This design comes from an exercise in tuning for small area, a short achievable clock period and few clock cycles per item on the open sky130 flow, not from production work. In this exercise RTL edits were held to simulation tests only and were not proved equivalent to the original. Power is estimated from default activity; no workload was simulated.

the baseline:
==> flow/design.v <==
`default_nettype none
package scs_pkg;
  localparam int KEY_W          = 32;
  localparam int VAL_W          = 32;
  localparam int CFG_W          = 5;
  localparam int MIN_CAPACITY   = 2;
  localparam int RESET_CAPACITY = 16;
  localparam logic [1:0] OP_GET = 2'd0;
  localparam logic [1:0] OP_PUT = 2'd1;
  localparam logic [1:0] OP_DEL = 2'd2;
  localparam logic [1:0] OP_REF = 2'd3;
endpackage
`default_nettype wire
`default_nettype none
module second_chance_cache_set_top #(
  parameter int MAX_ENTRIES = 16
) (
  input  wire logic              clk_i,
  input  wire logic              rst_ni,
  input  wire logic              cfg_we_i,
  input  wire logic [scs_pkg::CFG_W-1:0]  cfg_wdata_i,
  input  wire logic              s_axis_tvalid,
  output logic                   s_axis_tready,
  input  wire logic [63:0]       s_axis_tdata,
  input  wire logic [1:0]        s_axis_tuser,
  output logic                   m_axis_tvalid,
  input  wire logic              m_axis_tready,
  output logic [39:0]            m_axis_tdata,
  output logic [0:0]             m_axis_tuser
);
  localparam int N         = MAX_ENTRIES;
  localparam int P         = MAX_ENTRIES + 1;    
  localparam int KW        = scs_pkg::KEY_W;
  localparam int VW        = scs_pkg::VAL_W;
  localparam int CNT_W     = $clog2(N + 1);
  localparam int CAP_RESET = (scs_pkg::RESET_CAPACITY > N) ? N : scs_pkg::RESET_CAPACITY;
  localparam int RES_W     = VW + 2;   
  logic          req_v_q;
  logic [1:0]    req_op_q;
  logic [KW-1:0] req_key_q;
  logic [VW-1:0] req_val_q;
  logic [P-1:0]  eq_q;      
  logic          eqp_q;     
  logic [P-1:0]  new_q;     
  logic          new_any_q;
  logic [P*KW-1:0] keys_q;
  logic [P*VW-1:0] vals_q;
  logic [P-1:0]    valid_q;
  logic [P-1:0]    ref_q;
  logic [P-1:0]    spare_q;    
  logic [P*P-1:0]  bef_q;      
  logic [CNT_W-1:0] count_q;
  logic [CNT_W-1:0] cap_q;
  logic             full_q;     
  logic             s_ready_q;   
  logic             m_v_q, sk_v_q;
  logic [RES_W-1:0] m_q, sk_q;
  logic exec, take;
  assign exec          = req_v_q & ~sk_v_q;
  assign take          = s_ready_q;           
  assign s_axis_tready = s_ready_q;
  assign m_axis_tvalid = m_v_q;
  assign m_axis_tdata  = {7'b0, m_q[VW:0]};
  assign m_axis_tuser  = m_q[VW+1];
  logic [P-1:0] ahead [P];
  always_comb begin
    for (int s = 0; s < P; s++) begin
      for (int j = 0; j < P; j++) begin
        if (j < s)       ahead[s][j] = bef_q[j*P+s];
        else if (j > s)  ahead[s][j] = ~bef_q[s*P+j];
        else             ahead[s][j] = 1'b0;
      end
    end
  end
  logic [P-1:0] hit, cand, pred_c, pred_v, victim_c, head, victim, free_next;
  logic         hit_any, any_cand, full;
  logic [VW-1:0] rd_val;
  logic          rd_ref;
  always_comb begin
    for (int s = 0; s < P; s++) begin
      hit[s] = (valid_q[s] & ~new_q[s] & eq_q[s]) | (new_q[s] & eqp_q);
    end
    hit_any  = |(valid_q & ~new_q & eq_q) | (eqp_q & new_any_q);
    cand     = valid_q & ~ref_q;
    any_cand = |cand;
    for (int s = 0; s < P; s++) begin
      pred_c[s]   = |(cand & ahead[s]);
      pred_v[s]   = |(valid_q & ahead[s]);
      victim_c[s] = cand[s] & ~pred_c[s];
      head[s]     = valid_q[s] & ~pred_v[s];
    end
    victim = any_cand ? victim_c : head;
    for (int s = 0; s < P; s++) begin
      free_next[s] = ~(valid_q[s] | spare_q[s]);
      for (int j = 0; j < s; j++) free_next[s] = free_next[s] & (valid_q[j] | spare_q[j]);
    end
    full = full_q;
    rd_val = '0;
    rd_ref = 1'b0;
    for (int s = 0; s < P; s++) begin
      rd_val = rd_val | (vals_q[s*VW +: VW] & {VW{hit[s]}});
      rd_ref = rd_ref | (ref_q[s] & hit[s]);
    end
  end
  logic is_get, is_put, is_del, is_ref;
  assign is_get = (req_op_q == scs_pkg::OP_GET);
  assign is_put = (req_op_q == scs_pkg::OP_PUT);
  assign is_del = (req_op_q == scs_pkg::OP_DEL);
  assign is_ref = (req_op_q == scs_pkg::OP_REF);
  logic put_miss, put_hit, evict, rot_en, del_hit;
  logic [P-1:0] ins, wr_val, set_ref, clr_ref, rot, kill;
  always_comb begin
    put_miss = exec & is_put & ~hit_any;
    put_hit  = exec & is_put;
    evict    = put_miss & full;
    rot_en   = evict & any_cand;
    del_hit  = exec & is_del & hit_any;
    ins      = {P{put_miss}} & spare_q;
    wr_val   = spare_q | ({P{put_hit}} & hit);
    set_ref  = {P{exec & (is_get | is_put)}} & hit;
    clr_ref  = {P{evict}} & ref_q & ~pred_c;
    rot      = {P{rot_en}} & valid_q & ref_q & ~pred_c;
    kill     = ({P{exec & is_del}} & hit) | ({P{evict}} & victim);
  end
  logic [RES_W-1:0] res;
  assign res = {~hit_any & ~is_put, is_ref & rd_ref, is_get ? rd_val : {VW{1'b0}}};
  logic [KW-1:0] in_key;
  logic [P-1:0]  eq_d;
  logic          eqp_d;
  assign in_key = s_axis_tdata[KW-1:0];
  assign eqp_d  = (in_key == req_key_q);
  always_comb begin
    for (int s = 0; s < P; s++) eq_d[s] = (keys_q[s*KW +: KW] == in_key);
  end
  always_ff @(posedge clk_i) begin
    for (int s = 0; s < P; s++) begin
      if (spare_q[s]) keys_q[s*KW +: KW] <= req_key_q;
      if (wr_val[s])  vals_q[s*VW +: VW] <= req_val_q;
      if (ins[s])          ref_q[s] <= 1'b0;
      else if (clr_ref[s]) ref_q[s] <= 1'b0;
      else if (set_ref[s]) ref_q[s] <= 1'b1;
    end
    for (int i = 0; i < P; i++) begin
      for (int j = 0; j < P; j++) begin
        if (j <= i) begin
        end else if (ins[i])           bef_q[i*P+j] <= 1'b0;
        else if (ins[j])               bef_q[i*P+j] <= 1'b1;
        else if (rot[i] & ~rot[j])     bef_q[i*P+j] <= 1'b0;
        else if (rot[j] & ~rot[i])     bef_q[i*P+j] <= 1'b1;
      end
    end
    if (take) begin
      req_op_q  <= s_axis_tuser;
      req_key_q <= s_axis_tdata[31:0];
      req_val_q <= s_axis_tdata[63:32];
      eq_q      <= eq_d;
      eqp_q     <= eqp_d;
    end
    if (sk_v_q) begin
      if (m_axis_tready) m_q <= sk_q;
    end else if (exec) begin
      if (~m_v_q | m_axis_tready) m_q <= res;
      else                        sk_q <= res;
    end
  end
  logic req_v_d, sk_v_d;
  logic [CNT_W-1:0] count_d, cap_d, count_inc, count_dec;
  assign count_inc = count_q + 1'b1;
  assign count_dec = count_q - 1'b1;
  always_comb begin
    if (put_miss & ~full) count_d = count_inc;
    else if (del_hit)     count_d = count_dec;
    else                  count_d = count_q;
    cap_d = cap_q;
    if (cfg_we_i && (cfg_wdata_i >= scs_pkg::CFG_W'(scs_pkg::MIN_CAPACITY))) begin
      if (32'(cfg_wdata_i) > 32'(N)) cap_d = CNT_W'(N);
      else                           cap_d = CNT_W'(cfg_wdata_i);
    end
  end
  always_comb begin
    if (take) req_v_d = s_axis_tvalid;
    else      req_v_d = req_v_q;           
    sk_v_d = sk_v_q;
    if (sk_v_q) begin
      if (m_axis_tready) sk_v_d = 1'b0;
    end else if (exec) begin
      if (m_v_q & ~m_axis_tready) sk_v_d = 1'b1;
    end
  end
  always_ff @(posedge clk_i or negedge rst_ni) begin
    if (!rst_ni) begin
      req_v_q   <= 1'b0;
      s_ready_q <= 1'b0;
      new_q     <= '0;
      new_any_q <= 1'b0;
      valid_q   <= '0;
      spare_q   <= P'(1);
      count_q   <= '0;
      cap_q     <= CNT_W'(CAP_RESET);
      full_q    <= 1'b0;
      m_v_q     <= 1'b0;
      sk_v_q    <= 1'b0;
    end else begin
      req_v_q   <= req_v_d;
      sk_v_q    <= sk_v_d;
      s_ready_q <= ~req_v_d | ~sk_v_d;
      if (take) new_q <= ins;
      if (take) new_any_q <= put_miss;
      valid_q <= (valid_q & ~kill) | ins;
      if (put_miss) spare_q <= full ? victim : free_next;
      count_q <= count_d;
      cap_q   <= cap_d;
      full_q  <= (count_d >= cap_d);
      if (sk_v_q) begin
      end else if (exec) begin
        m_v_q <= 1'b1;
      end else if (m_axis_tready) begin
        m_v_q <= 1'b0;
      end
    end
  end
endmodule
`default_nettype wire
Settings: LEC_CHECK=0, CAP_MARGIN=20, CORE_MARGIN=2, CORE_UTILIZATION=40, CTS_BUF_LIST=sky130_fd_sc_hd__clkbuf_8, SETUP_SLACK_MARGIN=3.3, SLEW_MARGIN=20; clock period 6.0 ns.
run.sh (not shown) runs the stock make flow with config.mk's settings and CLKGATE_MAP_FILE= SYNTH_SCRIPT=/design/flow/synth_recipe.tcl, a recipe that flattens the netlist after the stock synthesis.
Testbench counts of the baseline, summed over its fixed seeds: cycles 20,016, requests 20,000.
What the candidate does differently from the baseline at the input level:
diff --git a/flow/config.mk b/flow/config.mk
--- a/flow/config.mk
+++ b/flow/config.mk
@@ -11,2 +11,3 @@
-export CTS_BUF_LIST = sky130_fd_sc_hd__clkbuf_8
-export SETUP_SLACK_MARGIN = 3.3
+export CTS_CLUSTER_DIAMETER = 100
+export CTS_CLUSTER_SIZE = 22
+export SETUP_SLACK_MARGIN = 3.6
## What came out
- Against the baseline, met2 routed wirelength in the candidate rose by a few percent.
- The baseline → the candidate: depth of the CTS H-tree went down 1; multi-input combinational gate total was more or less identical.
- In the tables for the candidate and the baseline, final design instance area without fill reads higher with the candidate.
- Per the comparison of the candidate with the baseline, routed wire length increased by 3.4% relative to the old numbers; global-route wire length before repair increased by 9.5 mm relative to the old numbers; overall power decreased by 2100 uW relative to the old numbers.
- The clock insertion delay at the later pin of the skew report in the candidate was lower than what the baseline gave.
- Detail-routed via count per cell for the candidate: 2.8% up relative to the baseline
- From the baseline to the candidate the numbers moved as follows: flip-flop and latch area now sits at about the same level, area of placed instances now sits at about the same level.

[separate check: timing with driven ports]
The flow's constraints put no driver on any port. The routed layouts listed below were extracted and timed again, unchanged, in two steps.
Step 1 (the two cells are an assumption about what drives the block):
set clk [get_ports {clk_i}]
set_driving_cell -lib_cell sky130_fd_sc_hd__clkbuf_16 $clk
set_driving_cell -lib_cell sky130_fd_sc_hd__buf_2 [delete_from_list [all_inputs] $clk]
Step 2 also shifts input and output timing later by t, the mid clock arrival at the registers, as if the neighbouring blocks saw the same clock.
Slacks: ideal / step 1 / step 2; pairs: ideal / step 1.
run	t (ns)	setup WS [ns]	hold slack, ns	latest minus earliest clock arrival (ns)
the baseline	1.073	3.017 / 3.017 / 2.263	0.487 / 0.470 / 0.487	0.109 / 0.109
the candidate	0.829	2.896 / 2.896 / 2.533	0.236 / 0.184 / 0.462	0.075 / 0.074
After both steps setup and hold are still met in every run listed. The setup slack of the baseline, which loses most, moves by 0.000 ns with the drivers and by -0.754 ns with both steps.
